What follows belongs to an exercise in optimizing a design on an open flow for small area, a short achievable clock period and few clock cycles per item; a production flow would make more cautious choices. Where RTL was checked, it was by simulation tests only, not by an equivalence proof against the original.

Setup of main:
// calendar_date_difference
module calendar_date_difference (
  input  logic                           clk_i,
  input  logic                           rst_ni,
  input  logic                           in_valid_i,
  output logic                           in_ready_o,
  input  logic [cdd_pkg::YEAR_W-1:0]     first_year_i,
  input  logic [cdd_pkg::MONTH_W-1:0]    first_month_i,
  input  logic [cdd_pkg::DAY_W-1:0]      first_day_i,
  input  logic [cdd_pkg::YEAR_W-1:0]     second_year_i,
  input  logic [cdd_pkg::MONTH_W-1:0]    second_month_i,
  input  logic [cdd_pkg::DAY_W-1:0]      second_day_i,
  output logic                           out_valid_o,
  input  logic                           out_ready_i,
  output logic [cdd_pkg::DIFF_W-1:0]     day_difference_o
);
  logic        adv1, adv2;
  logic [11:0] dt_d, dt_q;
  logic [8:0]  ua_d, ua_q, ub_d, ub_q;
  logic [1:0]  ra_d, ra_q, rb_d, rb_q;
  logic [6:0]  ca_d, ca_q, cb_d, cb_q;
  logic        la_d, la_q, ga_d, ga_q, lb_d, lb_q, gb_d, gb_q;
  logic [43:0] cs_d, cs_q;
  logic        sg_d, sg_q;
  cdd_pipe_ctrl u_ctrl (
    .clk_i       (clk_i),
    .rst_ni      (rst_ni),
    .in_valid_i  (in_valid_i),
    .in_ready_o  (in_ready_o),
    .out_valid_o (out_valid_o),
    .out_ready_i (out_ready_i),
    .adv1_o      (adv1),
    .adv2_o      (adv2)
  );
  cdd_stage1 u_s1 (
    .a_year_i  (first_year_i),
    .a_month_i (first_month_i),
    .a_day_i   (first_day_i),
    .b_year_i  (second_year_i),
    .b_month_i (second_month_i),
    .b_day_i   (second_day_i),
    .dt_o      (dt_d),
    .ua_o      (ua_d),
    .ub_o      (ub_d),
    .ra_o      (ra_d),
    .rb_o      (rb_d),
    .ca_o      (ca_d),
    .cb_o      (cb_d),
    .la_o      (la_d),
    .ga_o      (ga_d),
    .lb_o      (lb_d),
    .gb_o      (gb_d)
  );
  always_ff @(posedge clk_i) begin
    if (adv1) begin
      dt_q <= dt_d;
      ua_q <= ua_d;
      ub_q <= ub_d;
      ra_q <= ra_d;
      rb_q <= rb_d;
      ca_q <= ca_d;
      cb_q <= cb_d;
      la_q <= la_d;
      ga_q <= ga_d;
  ...
export LEC_CHECK = 0
export CAP_MARGIN = 20
export CORE_MARGIN = 2
export CORE_UTILIZATION = 40
export SETUP_SLACK_MARGIN = 2.6
export SLEW_MARGIN = 20
create_clock -name core_clock -period 7.0 [get_ports {clk_i}]
standard.sh (not shown) runs the stock make flow with config.mk's settings and CLKGATE_MAP_FILE= SYNTH_SCRIPT=/design/flow/synth_recipe.tcl, a recipe that flattens the netlist after the stock synthesis.
==> flow/flow/run.sh <==
#!/bin/bash
# Layout flow: the standard flow (standard.sh) with two changes:
# - the buffers that buffer_ports puts on every input and output port are
#   sky130_fd_sc_hd__buf_1 instead of the cell OpenROAD picks by default;
# - Yosys's synth skips its quick internal ABC pass (SYNTH_ARGS=-noabc), so
#   the full adders written in the RTL reach extract_fa as written; the
#   technology mapping ABC pass after it runs as usual.
set -euo pipefail
export BUFFER_PORTS_ARGS="-buffer_cell sky130_fd_sc_hd__buf_1"
export SYNTH_ARGS="-noabc"
bash standard.sh finish > standard_flow.log 2>&1
main reached the final stage; the timing, design-rule and antenna checks on its layout passed.
Here is what was changed in the inputs of the feature branch compared with main.
Settings: swapping 2.6 for 2.4 in SETUP_SLACK_MARGIN.
[summary]
A slowest cell on the critical path of sky130_fd_sc_hd__fa_1 is what main shows, while sky130_fd_sc_hd__edfxtp_1 belongs to the feature branch.
Compared to main, the feature branch shows a narrower setup margin.
Routed length per instance sits lower in the feature branch than in main.
For clock-cell share of area, main and the feature branch come out practically identical.
Of the two values seen for kind of critical path, reg2reg was produced by the feature branch and in2reg by main.
Summary — number of search-and-repair iterations in the first detailed-routing pass, the feature branch relative to main: higher, by 1.
The feature branch reached the end of the flow, and the finished layout is clean on the timing, design-rule and antenna checks.
No run of this note included a check of the RTL's function; only the layout flow was run.

========
Another version of the RTL of calendar_date_difference (not shown whole).
Size in the first run: about 1,100 cells after synthesis, ~74 I/O pins.
==> flow/config.mk <==
export PLATFORM = sky130hd
export DESIGN_NAME = calendar_date_difference
export DESIGN_NICKNAME = calendar_date_difference
export VERILOG_FILES = /design/flow/design.v
export SDC_FILE = /design/flow/constraint.sdc
export NUM_CORES = 4
export LEC_CHECK = 0
export CAP_MARGIN = 0
export CORE_MARGIN = 2
export CORE_UTILIZATION = 40
export SETUP_SLACK_MARGIN = 2.4
export SLEW_MARGIN = 0
==> flow/constraint.sdc <==
create_clock -name core_clock -period 7.0 [get_ports {clk_i}]
set_input_delay 1.4000 -clock core_clock [delete_from_list [all_inputs] [get_ports {clk_i}]]
set_output_delay 1.4000 -clock core_clock [all_outputs]
set_load 0.01 [all_outputs]
==> flow/flow/run.sh <==
#!/bin/bash
# Layout flow: the standard flow (standard.sh) with two changes:
# - the buffers that buffer_ports puts on every input and output port are
#   sky130_fd_sc_hd__buf_2 instead of the cell OpenROAD picks by default;
# - Yosys's synth skips its quick internal ABC pass (SYNTH_ARGS=-noabc), so
#   the full adders written in the RTL reach extract_fa as written; the
#   technology mapping ABC pass after it runs as usual.
set -euo pipefail
export BUFFER_PORTS_ARGS="-buffer_cell sky130_fd_sc_hd__buf_2"
export SYNTH_ARGS="-noabc"
bash standard.sh finish > standard_flow.log 2>&1
Testbench counts at the start, summed over its fixed seeds: cycles 24,016, items 24,000.
Rerun with:
==> flow/flow/run.sh (replaced) <==
#!/bin/bash
# Layout flow: the standard flow (standard.sh) with two changes:
# - the buffers that buffer_ports puts on every input and output port are
#   sky130_fd_sc_hd__buf_1 instead of the cell OpenROAD picks by default;
# - Yosys's synth skips its quick internal ABC pass (SYNTH_ARGS=-noabc), so
#   the full adders written in the RTL reach extract_fa as written; the
#   technology mapping ABC pass after it runs as usual.
set -euo pipefail
export BUFFER_PORTS_ARGS="-buffer_cell sky130_fd_sc_hd__buf_1"
export SYNTH_ARGS="-noabc"
bash standard.sh finish > standard_flow.log 2>&1
- CAP_MARGIN: 0 -> 20
- SETUP_SLACK_MARGIN: 2.4 -> 2.3
- SLEW_MARGIN: 0 -> 20
Result: Via count hardly moves; setup slack loses 0.17 ns; sequential share of layout area is higher by 0.35 points.
Rerun with:
- CTS_BUF_LIST: default -> sky130_fd_sc_hd__clkbuf_8
- SETUP_SLACK_MARGIN: 2.3 -> 2.4
Effect: The new run completed with no timing, DRC or antenna violations; fmax climbs by 3.9%; die area is unchanged; clock-buffer cell count is unchanged; sequential cell count is unchanged; setup slack improved by 0.17 ns; design area barely changes; final cell count barely changes; clock skew climbs by 0.0040 ns; hold slack improved by 0.0070 ns; synthesized cell count is unchanged; routed wire length barely changes.
Rerun with:
==> flow/flow/run.sh (replaced) <==
#!/bin/bash
# Layout flow: the standard flow (standard.sh) with two changes:
# - the buffers that buffer_ports puts on every input and output port are
#   sky130_fd_sc_hd__buf_2 instead of the cell OpenROAD picks by default;
# - Yosys's synth skips its quick internal ABC pass (SYNTH_ARGS=-noabc), so
#   the full adders written in the RTL reach extract_fa as written; the
#   technology mapping ABC pass after it runs as usual.
set -euo pipefail
export BUFFER_PORTS_ARGS="-buffer_cell sky130_fd_sc_hd__buf_2"
export SYNTH_ARGS="-noabc"
bash standard.sh finish > standard_flow.log 2>&1
- CTS_BUF_LIST: sky130_fd_sc_hd__clkbuf_8 -> default
Outcome:
- The changed run produced a clean layout
- final area grows by 1.3%
- setup slack gets worse by 0.0059 ns
- die area does not change
- global-route usage decreases by 0.29 points
Rerun with:
- ABC_CLOCK_PERIOD_IN_PS: default -> 4500
Result: Area after synthesis does not change. Cell area is unchanged. Non-clock buffer count is unchanged. Core utilization stays the same.

========
== job 6108 ==
Another version of the RTL of calendar_date_difference (not shown whole).
For scale: about 1200 cells after synthesis, about 98 flip-flops, roughly 74 I/O pins, ~12000 sq um of cells after synthesis.
// calendar_date_difference
module calendar_date_difference (
  input  logic                           clk_i,
  input  logic                           rst_ni,
  input  logic                           in_valid_i,
  output logic                           in_ready_o,
  input  logic [cdd_pkg::YEAR_W-1:0]     first_year_i,
  input  logic [cdd_pkg::MONTH_W-1:0]    first_month_i,
  input  logic [cdd_pkg::DAY_W-1:0]      first_day_i,
  input  logic [cdd_pkg::YEAR_W-1:0]     second_year_i,
  input  logic [cdd_pkg::MONTH_W-1:0]    second_month_i,
  input  logic [cdd_pkg::DAY_W-1:0]      second_day_i,
  output logic                           out_valid_o,
  input  logic                           out_ready_i,
  output logic [cdd_pkg::DIFF_W-1:0]     day_difference_o
);
clock: 7.0 ns
lec_check: 0
cap_margin: 20
core_margin: 2
core_utilization: 40
setup_slack_margin: 3.2
slew_margin: 20
==> flow/flow/run.sh <==
#!/bin/bash
# Layout flow: the standard flow (standard.sh), with one change: the
# buffers that buffer_ports puts on every input and output port are
# sky130_fd_sc_hd__buf_2 instead of the cell OpenROAD picks by default.
set -euo pipefail
export BUFFER_PORTS_ARGS="-buffer_cell sky130_fd_sc_hd__buf_2"
bash standard.sh finish > standard_flow.log 2>&1
Job 6108 went all the way through synthesis, placement and routing and the layout is clean on timing, DRC and antenna.
Testbench counts of job 6108, summed over its fixed seeds: cycles 24,016, items 24,000.
## Diff of input files: job 1646 against job 6108
# job 6108
export LEC_CHECK = 0
export CAP_MARGIN = 20
export CORE_MARGIN = 2
export CORE_UTILIZATION = 40
export SETUP_SLACK_MARGIN = 3.2
export SLEW_MARGIN = 20
create_clock -name core_clock -period 7.0 [get_ports {clk_i}]
# job 1646
export LEC_CHECK = 0
export CAP_MARGIN = 20
export CORE_MARGIN = 2
export CORE_UTILIZATION = 40
export SLEW_MARGIN = 20
create_clock -name core_clock -period 7.0 [get_ports {clk_i}]
[summary]
met3 wirelength from detailed routing ended up 55 um lower on job 1646 than on job 6108.
Job 1646 can be clocked slower than job 6108.
Diff job 6108 -> job 1646 | met2 wire length | decrease of about 20%
The category of the critical setup timing path comes out input pin to flip-flop in one run and flip-flop to output port in the other, namely in job 1646 and job 6108 respectively.
--- input diff job 1646..job 9674 ---
# job 1646
export LEC_CHECK = 0
export CAP_MARGIN = 20
export CORE_MARGIN = 2
export CORE_UTILIZATION = 40
export SLEW_MARGIN = 20
create_clock -name core_clock -period 7.0 [get_ports {clk_i}]
# job 9674
export LEC_CHECK = 0
export CAP_MARGIN = 20
export CORE_MARGIN = 2
export CORE_UTILIZATION = 40
export SETUP_SLACK_MARGIN = 2.9
export SLEW_MARGIN = 20
create_clock -name core_clock -period 7.0 [get_ports {clk_i}]
==> comparison <==
- From job 9674 to job 1646, flip-flop and latch count did not move at all.
- Compared with job 1646, in job 9674 fmax +0.040 GHz, least setup slack across all paths after layout went up by 860 ps, number of filler cells placed in the layout went down 4.8%, fraction of standard cell area in multi-input logic rose 0.20 points.
- First-pass GRT wire length: job 9674 worse than job 1646
- Endpoint of the most critical setup path: cs_q[11] -> job 9674, dt_q[11] -> job 1646
- Job 9674 ends up with higher end-of-flow core utilization than job 1646 does.
[inputs] job 8519 vs job 9674
# job 9674
export LEC_CHECK = 0
export CAP_MARGIN = 20
export CORE_MARGIN = 2
export CORE_UTILIZATION = 40
export SETUP_SLACK_MARGIN = 2.9
export SLEW_MARGIN = 20
create_clock -name core_clock -period 7.0 [get_ports {clk_i}]
# job 8519
export LEC_CHECK = 0
export CAP_MARGIN = 20
export CORE_MARGIN = 2
export CORE_UTILIZATION = 40
export SETUP_SLACK_MARGIN = 2.6
export SLEW_MARGIN = 20
create_clock -name core_clock -period 7.0 [get_ports {clk_i}]
==> flow/flow/run.sh <==
#!/bin/bash
# Layout flow: the standard flow (standard.sh) with two changes:
# - the buffers that buffer_ports puts on every input and output port are
#   sky130_fd_sc_hd__buf_2 instead of the cell OpenROAD picks by default;
# - Yosys's synth skips its quick internal ABC pass (SYNTH_ARGS=-noabc), so
#   the full adders written in the RTL reach extract_fa as written; the
#   technology mapping ABC pass after it runs as usual.
set -euo pipefail
export BUFFER_PORTS_ARGS="-buffer_cell sky130_fd_sc_hd__buf_2"
export SYNTH_ARGS="-noabc"
bash standard.sh finish > standard_flow.log 2>&1
--- outcome ---
Job 8519 closes out successfully: all stages finished, all timing, DRC and antenna checks passed. Number of non-clock inverters in the layout (lower): job 9674. The lower share of post-route cells with drive strength above 1 came out of job 8519. Looking at placer congestion estimate, job 8519 sits 5.2% below job 9674. Lower total wirelength of the detailed-routed design was reported by job 8519, not job 9674. Summary — total non-filler cell area in the finished layout, job 8519 relative to job 9674: lower, by about 7%.

-- afterwards: timing with drivers on the ports --
No port has a modelled driver above. Below, the same layouts with a new extraction and two added sets of constraints. Step 1: set_driving_cell puts a clkbuf_16 on clk_i and a buf_2 on each other input, an assumption about the parent block. Step 2, shift: input delay + t, output delay - t, t = (earliest + latest rising clock arrival at the registers) / 2. This alone moves slack from input paths to output paths. a / b / c = ideal ports / drivers / drivers and shift; a / b = the first two.
run | t (ns) | setup WS [ns] | worst setup path after step 2 | worst register clock-pin slew, ns | cell pins on the clock port's net
main | 0.384 | 2.694 / 2.710 / 2.326 | input to register | 0.07 / 0.07 | 1
the feature branch | 0.384 | 2.571 / 2.571 / 2.231 | input to register | 0.07 / 0.07 | 1
the first run of note 2 | 0.390 | 2.558 / 2.521 / 2.194 | input to register | 0.07 / 0.07 | 1
the second run of note 2 | 0.387 | 2.392 / 2.412 / 2.025 | input to register | 0.07 / 0.07 | 1
the third run of note 2 | 0.413 | 2.564 / 2.535 / 2.168 | input to register | 0.10 / 0.10 | 1
the fourth run of note 2 | 0.390 | 2.558 / 2.521 / 2.194 | input to register | 0.07 / 0.07 | 1
the fifth run of note 2 | 0.390 | 2.558 / 2.521 / 2.194 | input to register | 0.07 / 0.07 | 1
job 6108 | 0.393 | 2.805 / 2.761 / 2.426 | input to register | 0.08 / 0.08 | 1
job 1646 | 0.389 | 1.932 / 1.957 / 1.568 | input to register | 0.07 / 0.07 | 1
job 9674 | 0.383 | 2.791 / 2.751 / 2.477 | input to register | 0.07 / 0.07 | 1
job 8519 | 0.386 | 2.649 / 2.644 / 2.259 | input to register | 0.07 / 0.07 | 1
After both steps setup and hold are still met in every run listed. The setup slack of the third run of note 2, which loses most, moves by -0.029 ns with the drivers and by -0.396 ns with both steps.
